What follows belongs to an exercise in optimizing a design on an open flow for small area; a production flow would make more cautious choices.
Only simulation tests tie the RTL to the original design; equivalence was not proved.
No activity file was given, so power comes from the tool's default toggle rates.

==> run D <==
==> flow/design.v <==
package demosaic_frame_pkg;
    localparam int FRAME_WIDTH      = 16;    
    localparam int FRAME_HEIGHT     = 10;    
    localparam int MIN_HBLANK       = 4;     
    localparam int MIN_VBLANK_LINES = 3;     
    typedef enum logic [1:0] {
        RGGB = 2'd0,
        GRBG = 2'd1,
        GBRG = 2'd2,
        BGGR = 2'd3
    } bayer_pattern_e;
    localparam bayer_pattern_e BAYER_PATTERN = RGGB;
    localparam int WINDOW_LATENCY = 1;   
    localparam int PIPE_LATENCY   = 5;   
    typedef logic [$clog2(FRAME_HEIGHT + 2)-1:0] row_cnt_t;   
    typedef logic [$clog2(FRAME_WIDTH + 2)-1:0]  col_cnt_t;   
    typedef logic [$clog2(FRAME_WIDTH)-1:0]      col_addr_t;  
endpackage
package demosaic_pixel_pkg;
    localparam int PIX_BITS = 8;
    typedef logic [PIX_BITS-1:0]    pix_t;
    typedef logic [PIX_BITS+1:0]    pix_sum_t;    
    typedef logic [4*PIX_BITS-1:0]  quad_pix_t;   
    typedef logic [25*PIX_BITS-1:0] window_t;     
    typedef enum logic [1:0] {
        SITE_R  = 2'd0,
        SITE_GR = 2'd1,    
        SITE_GB = 2'd2,    
        SITE_B  = 2'd3
    } site_e;
    function automatic logic [PIX_BITS-1:0] quad_pix(input quad_pix_t q, input integer k);
        quad_pix = q[k*PIX_BITS +: PIX_BITS];
    endfunction
    function automatic logic [PIX_BITS-1:0] avg2(input pix_t a, input pix_t b);
        pix_sum_t s;
        s = pix_sum_t'(a) + pix_sum_t'(b);
        avg2 = s[PIX_BITS:1];               
    endfunction
    function automatic logic [PIX_BITS-1:0] avg4(input quad_pix_t q);
        pix_sum_t s;
        s = pix_sum_t'(quad_pix(q, 0)) + pix_sum_t'(quad_pix(q, 1))
          + pix_sum_t'(quad_pix(q, 2)) + pix_sum_t'(quad_pix(q, 3));
        avg4 = s[PIX_BITS+1:2];             
    endfunction
endpackage
`timescale 1ns/1ps
module isp_demosaic (
    input  logic pclk,
    input  logic rst_n,
    input  logic in_vsync,
    input  logic in_href,
    input  demosaic_pixel_pkg::pix_t in_raw,
    output logic out_href,
    output logic out_vsync,
    output demosaic_pixel_pkg::pix_t out_r,
    output demosaic_pixel_pkg::pix_t out_g,
    output demosaic_pixel_pkg::pix_t out_b
);
localparam int D  = 5;     
localparam int SR = 65;    
function automatic logic [7:0] ginterp(input logic [7:0] l, input logic [7:0] r,
                                       input logic [7:0] u, input logic [7:0] d);
    logic [8:0] sh, sv;
    logic [7:0] dh, dv;
    logic [9:0] s4;
    sh = {1'b0, l} + {1'b0, r};
    sv = {1'b0, u} + {1'b0, d};
    dh = (l > r) ? l - r : r - l;
    dv = (u > d) ? u - d : d - u;
    if (dh < dv)
        ginterp = sh[8:1];
    else if (dv < dh)
        ginterp = sv[8:1];
    else begin
        s4 = {1'b0, sh} + {1'b0, sv};
        ginterp = s4[9:2];
    end
endfunction
function automatic logic [7:0] clamp_diff(input logic [9:0] plus, input logic [7:0] minus);
    logic [9:0] d;
    d = plus - {2'b0, minus};
    if (plus < {2'b0, minus})
        clamp_diff = '0;
    else
        clamp_diff = (|d[9:8]) ? 8'hff : d[7:0];
endfunction
logic [7:0] raw_d [1:D];
logic [D:1] hr_d;
logic [D:1] vs_d;
always_ff @(posedge pclk) begin
    raw_d[1] <= in_raw;
    for (int k = 2; k <= D; k++)
        raw_d[k] <= raw_d[k-1];
    hr_d <= {hr_d[D-1:1], in_href};
end
always_ff @(posedge pclk or negedge rst_n) begin
    if (!rst_n) begin
        vs_d      <= '0;
        out_vsync <= 1'b0;
    end else begin
        vs_d      <= {vs_d[D-1:1], in_vsync};
        out_vsync <= vs_d[D];
    end
end
logic       vs5, hr5;
logic [7:0] raw5;
assign vs5  = vs_d[D];
assign hr5  = hr_d[D];
assign raw5 = raw_d[D];
logic       active;
logic [3:0] row_cnt;     
logic [4:0] col_cnt;     
logic       flush_row, line_end, slot, shift;
assign flush_row = row_cnt[3] & row_cnt[1];           
assign line_end  = col_cnt[4] & col_cnt[0];           
assign slot      = active & (hr5 | col_cnt[4] | flush_row);
assign shift     = slot & ~col_cnt[4];
always_ff @(posedge pclk or negedge rst_n) begin
    if (!rst_n) begin
        active  <= 1'b0;
        row_cnt <= '0;
        col_cnt <= '0;
    end else if (vs5) begin
        active  <= 1'b1;
        row_cnt <= '0;
        col_cnt <= '0;
    end else if (slot) begin
        if (line_end) begin
            col_cnt <= '0;
            if (row_cnt == 4'd11) begin
                row_cnt <= '0;
                active  <= 1'b0;
            end else
                row_cnt <= row_cnt + 1'b1;
        end else
            col_cnt <= col_cnt + 1'b1;
    end
end
logic [7:0] sr [1:SR];
always_ff @(posedge pclk) begin
    if (shift) begin
        sr[1] <= raw5;
        for (int k = 2; k <= SR; k++)
            sr[k] <= sr[k-1];
    end
end
logic [7:0] tap [0:SR];
always_comb begin
    tap[0] = raw5;
    for (int k = 1; k <= SR; k++)
        tap[k] = sr[k];
end
logic       cg;           
logic [7:0] g1, g2;
logic [8:0] v0, v1, v2;   
logic [9:0] w;
assign cg = row_cnt[0] ^ col_cnt[0];
always_comb begin
    if (cg)    
        g1 = ginterp(tap[34], tap[32], tap[49], tap[17]);
    else       
        g1 = ginterp(tap[50], tap[48], tap[65], tap[33]);
    g2 = ginterp(tap[18], tap[16], tap[33], tap[1]);
    v0 = cg ? {1'b0, g1} : {1'b0, g1} + {1'b0, g2};
    w  = {1'b0, v0} + {1'b0, v2};
end
always_ff @(posedge pclk) begin
    v1 <= v0;
    v2 <= v1;
end
logic [7:0] rawc, rawb;
logic [7:0] g_c, c1_avg, c2_avg, m1, m2;
logic [9:0] p1, p2;
logic [7:0] ch1, ch2;
always_comb begin
    logic [9:0] s4;
    logic [8:0] s2;
    rawc = tap[34];
    rawb = line_end ? sr[33] : sr[34];    
    s2   = {1'b0, tap[35]} + {1'b0, tap[33]};
    s4   = {2'b0, tap[51]} + {2'b0, tap[49]} + {2'b0, tap[19]} + {2'b0, tap[17]};
    if (cg) begin
        g_c    = rawc;
        c1_avg = s2[8:1];
        m1     = w[8:1];
    end else begin
        g_c    = v1[7:0];
        c1_avg = s4[9:2];
        m1     = w[9:2];
    end
    s2     = {1'b0, tap[50]} + {1'b0, tap[18]};
    c2_avg = s2[8:1];
    m2     = v1[8:1];
    p1     = {2'b0, g_c} + {2'b0, c1_avg};
    p2     = {2'b0, rawc} + {2'b0, c2_avg};
    ch1    = clamp_diff(p1, m1);
    ch2    = clamp_diff(p2, m2);
end
logic valid, border;
logic [1:0] site;         
assign valid  = slot & (row_cnt >= 4'd2) & (col_cnt >= 5'd2);
assign border = (row_cnt < 4'd4) | flush_row | (col_cnt < 5'd4) | col_cnt[4];
assign site   = {row_cnt[0], col_cnt[0]};
always_ff @(posedge pclk or negedge rst_n) begin
    if (!rst_n) begin
        out_href <= 1'b0;
        out_r    <= '0;
        out_g    <= '0;
        out_b    <= '0;
    end else begin
        out_href <= valid;
        if (!valid) begin
            out_r <= '0;
            out_g <= '0;
            out_b <= '0;
        end else if (border) begin
            out_r <= rawb;
            out_g <= rawb;
            out_b <= rawb;
        end else begin
            case (site)
                2'd0: begin out_r <= rawc; out_g <= g_c;  out_b <= ch1;  end
                2'd1: begin out_r <= ch1;  out_g <= rawc; out_b <= ch2;  end
                2'd2: begin out_r <= ch2;  out_g <= rawc; out_b <= ch1;  end
                default: begin out_r <= ch1; out_g <= g_c; out_b <= rawc; end
            endcase
        end
    end
end
endmodule
==> flow/run.sh <==
#!/bin/bash
# synth_recipe.tcl (not shown) runs the flow's synth.tcl, then flattens the netlist and writes it again
# the make line also repeats each setting of config.mk as NAME=value (left out here)
make -C /OpenROAD-flow-scripts/flow DESIGN_CONFIG=/design/flow/config.mk WORK_HOME=/design/flow/orfs CLKGATE_MAP_FILE= SYNTH_SCRIPT=/design/flow/synth_recipe.tcl finish
==> flow/config.mk <==
export PLATFORM = sky130hd
export DESIGN_NAME = isp_demosaic
export DESIGN_NICKNAME = isp_demosaic
export VERILOG_FILES = /design/flow/design.v
export SDC_FILE = /design/flow/constraint.sdc
export NUM_CORES = 4
export LEC_CHECK = 0
export CAP_MARGIN = 20
export CORE_MARGIN = 2
export CORE_UTILIZATION = 40
export SLEW_MARGIN = 20
==> flow/constraint.sdc <==
create_clock -name core_clock -period 8.0 [get_ports {pclk}]
set_input_delay 1.6000 -clock core_clock [delete_from_list [all_inputs] [get_ports {pclk}]]
set_output_delay 1.6000 -clock core_clock [all_outputs]
set_load 0.01 [all_outputs]
==> run F: changes against run D <==
==> flow/design.v, changed modules only <==
module isp_demosaic (
    input  logic pclk,
    input  logic rst_n,
    input  logic in_vsync,
    input  logic in_href,
    input  demosaic_pixel_pkg::pix_t in_raw,
    output logic out_href,
    output logic out_vsync,
    output demosaic_pixel_pkg::pix_t out_r,
    output demosaic_pixel_pkg::pix_t out_g,
    output demosaic_pixel_pkg::pix_t out_b
);
localparam int D  = 4;     
localparam int SR = 48;    
localparam int GF = 9;     
function automatic logic [7:0] ginterp(input logic [7:0] l, input logic [7:0] r,
                                       input logic [7:0] u, input logic [7:0] d);
    logic [8:0] sh, sv, eh, ev, x, y;
    logic [7:0] dh, dv;
    logic [9:0] s4;
    logic       lt, gt;
    sh = {1'b0, l} + {1'b0, r};
    sv = {1'b0, u} + {1'b0, d};
    eh = {1'b0, l} - {1'b0, r};
    ev = {1'b0, u} - {1'b0, d};
    dh = eh[8] ? -eh[7:0] : eh[7:0];
    dv = ev[8] ? -ev[7:0] : ev[7:0];
    lt = dh < dv;
    gt = dv < dh;
    x  = gt ? sv : sh;             
    y  = lt ? sh : sv;
    s4 = {1'b0, x} + {1'b0, y};
    ginterp = s4[9:2];
endfunction
function automatic logic [7:0] clamp_diff(input logic [7:0] g, input logic [7:0] c, input logic [7:0] m);
    logic [9:0] d;
    d = {2'b0, g} + {2'b0, c} - {2'b0, m};
    clamp_diff = d[9] ? 8'h00 : d[8] ? 8'hff : d[7:0];
endfunction
logic [7:0] raw_d [1:D];
logic [D:1] hr_d;
logic [5:1] vs_d;
always_ff @(posedge pclk) begin
    raw_d[1] <= in_raw;
    for (int k = 2; k <= D; k++)
        raw_d[k] <= raw_d[k-1];
    hr_d <= {hr_d[D-1:1], in_href};
end
always_ff @(posedge pclk or negedge rst_n) begin
    if (!rst_n) begin
        vs_d      <= '0;
        out_vsync <= 1'b0;
    end else begin
        vs_d      <= {vs_d[4:1], in_vsync};
        out_vsync <= vs_d[5];
    end
end
logic       vsi, hri;
logic [7:0] rawi;
assign vsi  = vs_d[D];
assign hri  = hr_d[D];
assign rawi = raw_d[D];
logic       active;
logic [3:0] row_cnt;     
logic [4:0] col_cnt;     
logic       flush_row, line_end, slot, shift;
assign flush_row = row_cnt[3] & row_cnt[1];           
assign line_end  = col_cnt[4] & col_cnt[0];           
assign slot      = active & (hri | col_cnt[4] | flush_row);
assign shift     = slot & ~col_cnt[4];
logic       mcol;        
always_ff @(posedge pclk or negedge rst_n) begin
    if (!rst_n) begin
        active  <= 1'b0;
        row_cnt <= '0;
        col_cnt <= '0;
        mcol    <= 1'b0;
    end else if (vsi) begin
        active  <= 1'b1;
        row_cnt <= '0;
        col_cnt <= '0;
        mcol    <= 1'b0;
    end else if (slot) begin
        mcol <= mcol ^ ~line_end;
        if (line_end) begin
            col_cnt <= '0;
            if (row_cnt == 4'd11) begin
                row_cnt <= '0;
                active  <= 1'b0;
            end else
                row_cnt <= row_cnt + 1'b1;
        end else
            col_cnt <= col_cnt + 1'b1;
    end
end
logic [7:0] sr [1:SR];
logic [7:0] tap [0:SR];
always_ff @(posedge pclk) begin
    if (shift) begin
        sr[1] <= rawi;
        for (int k = 2; k <= SR; k++)
            sr[k] <= sr[k-1];
    end
end
always_comb begin
    tap[0] = rawi;
    for (int k = 1; k <= SR; k++)
        tap[k] = sr[k];
end
logic [7:0] up [1:4];
always_ff @(posedge pclk) begin
    up[1] <= tap[48];
    for (int k = 2; k <= 4; k++)
        up[k] <= up[k-1];
end
logic [7:0] g_in [4];
logic [7:0] g_new, g_top;
logic [7:0] gf [1:GF];    
logic       gf_shift;
logic [8:0] v0, v1, v2, v3;   
always_comb begin
    if (mcol) begin       
        g_in[0] = tap[34]; g_in[1] = tap[32]; g_in[2] = up[1];   g_in[3] = tap[17];
    end else begin        
        g_in[0] = tap[18]; g_in[1] = tap[16]; g_in[2] = tap[33]; g_in[3] = tap[1];
    end
    g_new = ginterp(g_in[0], g_in[1], g_in[2], g_in[3]);
    g_top = gf[GF];
    v0    = mcol ? {1'b0, g_new} : {1'b0, g_new} + {1'b0, g_top};
end
assign gf_shift = (shift & mcol) | (slot & col_cnt[4] & ~col_cnt[0] & row_cnt[0]);
always_ff @(posedge pclk) begin
    if (gf_shift) begin
        gf[1] <= g_new;
        for (int k = 2; k <= GF; k++)
            gf[k] <= gf[k-1];
    end
end
always_ff @(posedge pclk) begin
    v1 <= v0;
    v2 <= v1;
    v3 <= v2;
end
logic       valid, border;
logic [1:0] site;         
logic       valid1, border1;
logic [1:0] site1;
logic [7:0] rawc1;
assign valid  = slot & (row_cnt >= 4'd2) & (col_cnt >= 5'd2);
assign border = (row_cnt < 4'd4) | flush_row | (col_cnt < 5'd4) | col_cnt[4];
assign site   = {row_cnt[0], col_cnt[0]};
always_ff @(posedge pclk or negedge rst_n) begin
    if (!rst_n)
        valid1 <= 1'b0;
    else
        valid1 <= valid;
end
always_ff @(posedge pclk) begin
    border1 <= border;
    site1   <= site;
    rawc1   <= line_end ? tap[33] : tap[34];    
end
logic       cgreen;
logic [7:0] g_c, c1_avg, c2_avg, m1, m2;
logic [9:0] w;
logic [7:0] ch1, ch2;
assign cgreen = site1[0] ^ site1[1];
always_comb begin
    logic [9:0] s4;
    logic [8:0] s2, s2v;
    w   = {1'b0, v1} + {1'b0, v3};
    s2  = {1'b0, tap[36]} + {1'b0, tap[34]};                                       
    s4  = {2'b0, up[4]} + {2'b0, up[2]} + {2'b0, tap[20]} + {2'b0, tap[18]};       
    s2v = {1'b0, up[3]} + {1'b0, tap[19]};                                         
    if (cgreen) begin
        g_c    = rawc1;
        c1_avg = s2[8:1];
        m1     = w[8:1];
    end else begin
        g_c    = v2[7:0];
        c1_avg = s4[9:2];
        m1     = w[9:2];
    end
    c2_avg = s2v[8:1];
    m2     = v2[8:1];
    ch1    = clamp_diff(g_c, c1_avg, m1);
    ch2    = clamp_diff(rawc1, c2_avg, m2);
end
always_ff @(posedge pclk or negedge rst_n) begin
    if (!rst_n) begin
        out_href <= 1'b0;
        out_r    <= '0;
        out_g    <= '0;
        out_b    <= '0;
    end else begin
        out_href <= valid1;
        if (!valid1) begin
            out_r <= '0;
            out_g <= '0;
            out_b <= '0;
        end else if (border1) begin
            out_r <= rawc1;
            out_g <= rawc1;
            out_b <= rawc1;
        end else begin
            case (site1)
                2'd0: begin out_r <= rawc1; out_g <= g_c;   out_b <= ch1;   end
                2'd1: begin out_r <= ch1;   out_g <= rawc1; out_b <= ch2;   end
                2'd2: begin out_r <= ch2;   out_g <= rawc1; out_b <= ch1;   end
                default: begin out_r <= ch1; out_g <= g_c;  out_b <= rawc1; end
            endcase
        end
    end
end
endmodule
==> comparison <==
- Run F completed with no timing, DRC or antenna violations. Run D finished with negative setup slack left.
- In run F the clock power is lower than in run D, by 16%.
- Global-route usage: run F is lower than run D (4.4 points).
- Area after synthesis: run D is higher than run F (26%).
- Power: run D is larger than run F (13%).
- In run D the synthesized cell count is larger than in run F, by about 50%.
- In run D the sequential cell count is higher than in run F, by 19.
- Critical path depth: run F is lower than run D (14).
- Of run F and run D, run D has the higher clock skew (gap 0.0092 ns).

[re-timing with driven ports]
How much do the figures lean on ideal ports? The routed layouts below were timed once more, with nothing changed but the port constraints.
Step 1: set_driving_cell puts a clkbuf_16 on pclk and a buf_2 on each other input, an assumption about the parent block.
Step 2, shift: input delay + t, output delay - t, t = (earliest + latest rising clock arrival at the registers) / 2. This alone moves slack from input paths to output paths.
Three values: ideal ports, drivers, drivers and shift; two values: the first two.
| run | t, ns | setup slack, ns | worst data-port slew with drivers (ns) | cell pins on the clock port's net |
|---|---|---|---|---|
| run D | 0.660 | -0.731 / -0.731 / -0.731 | 0.03 | 1 |
| run F | 0.675 | 0.467 / 0.467 / 0.467 | 0.03 | 1 |
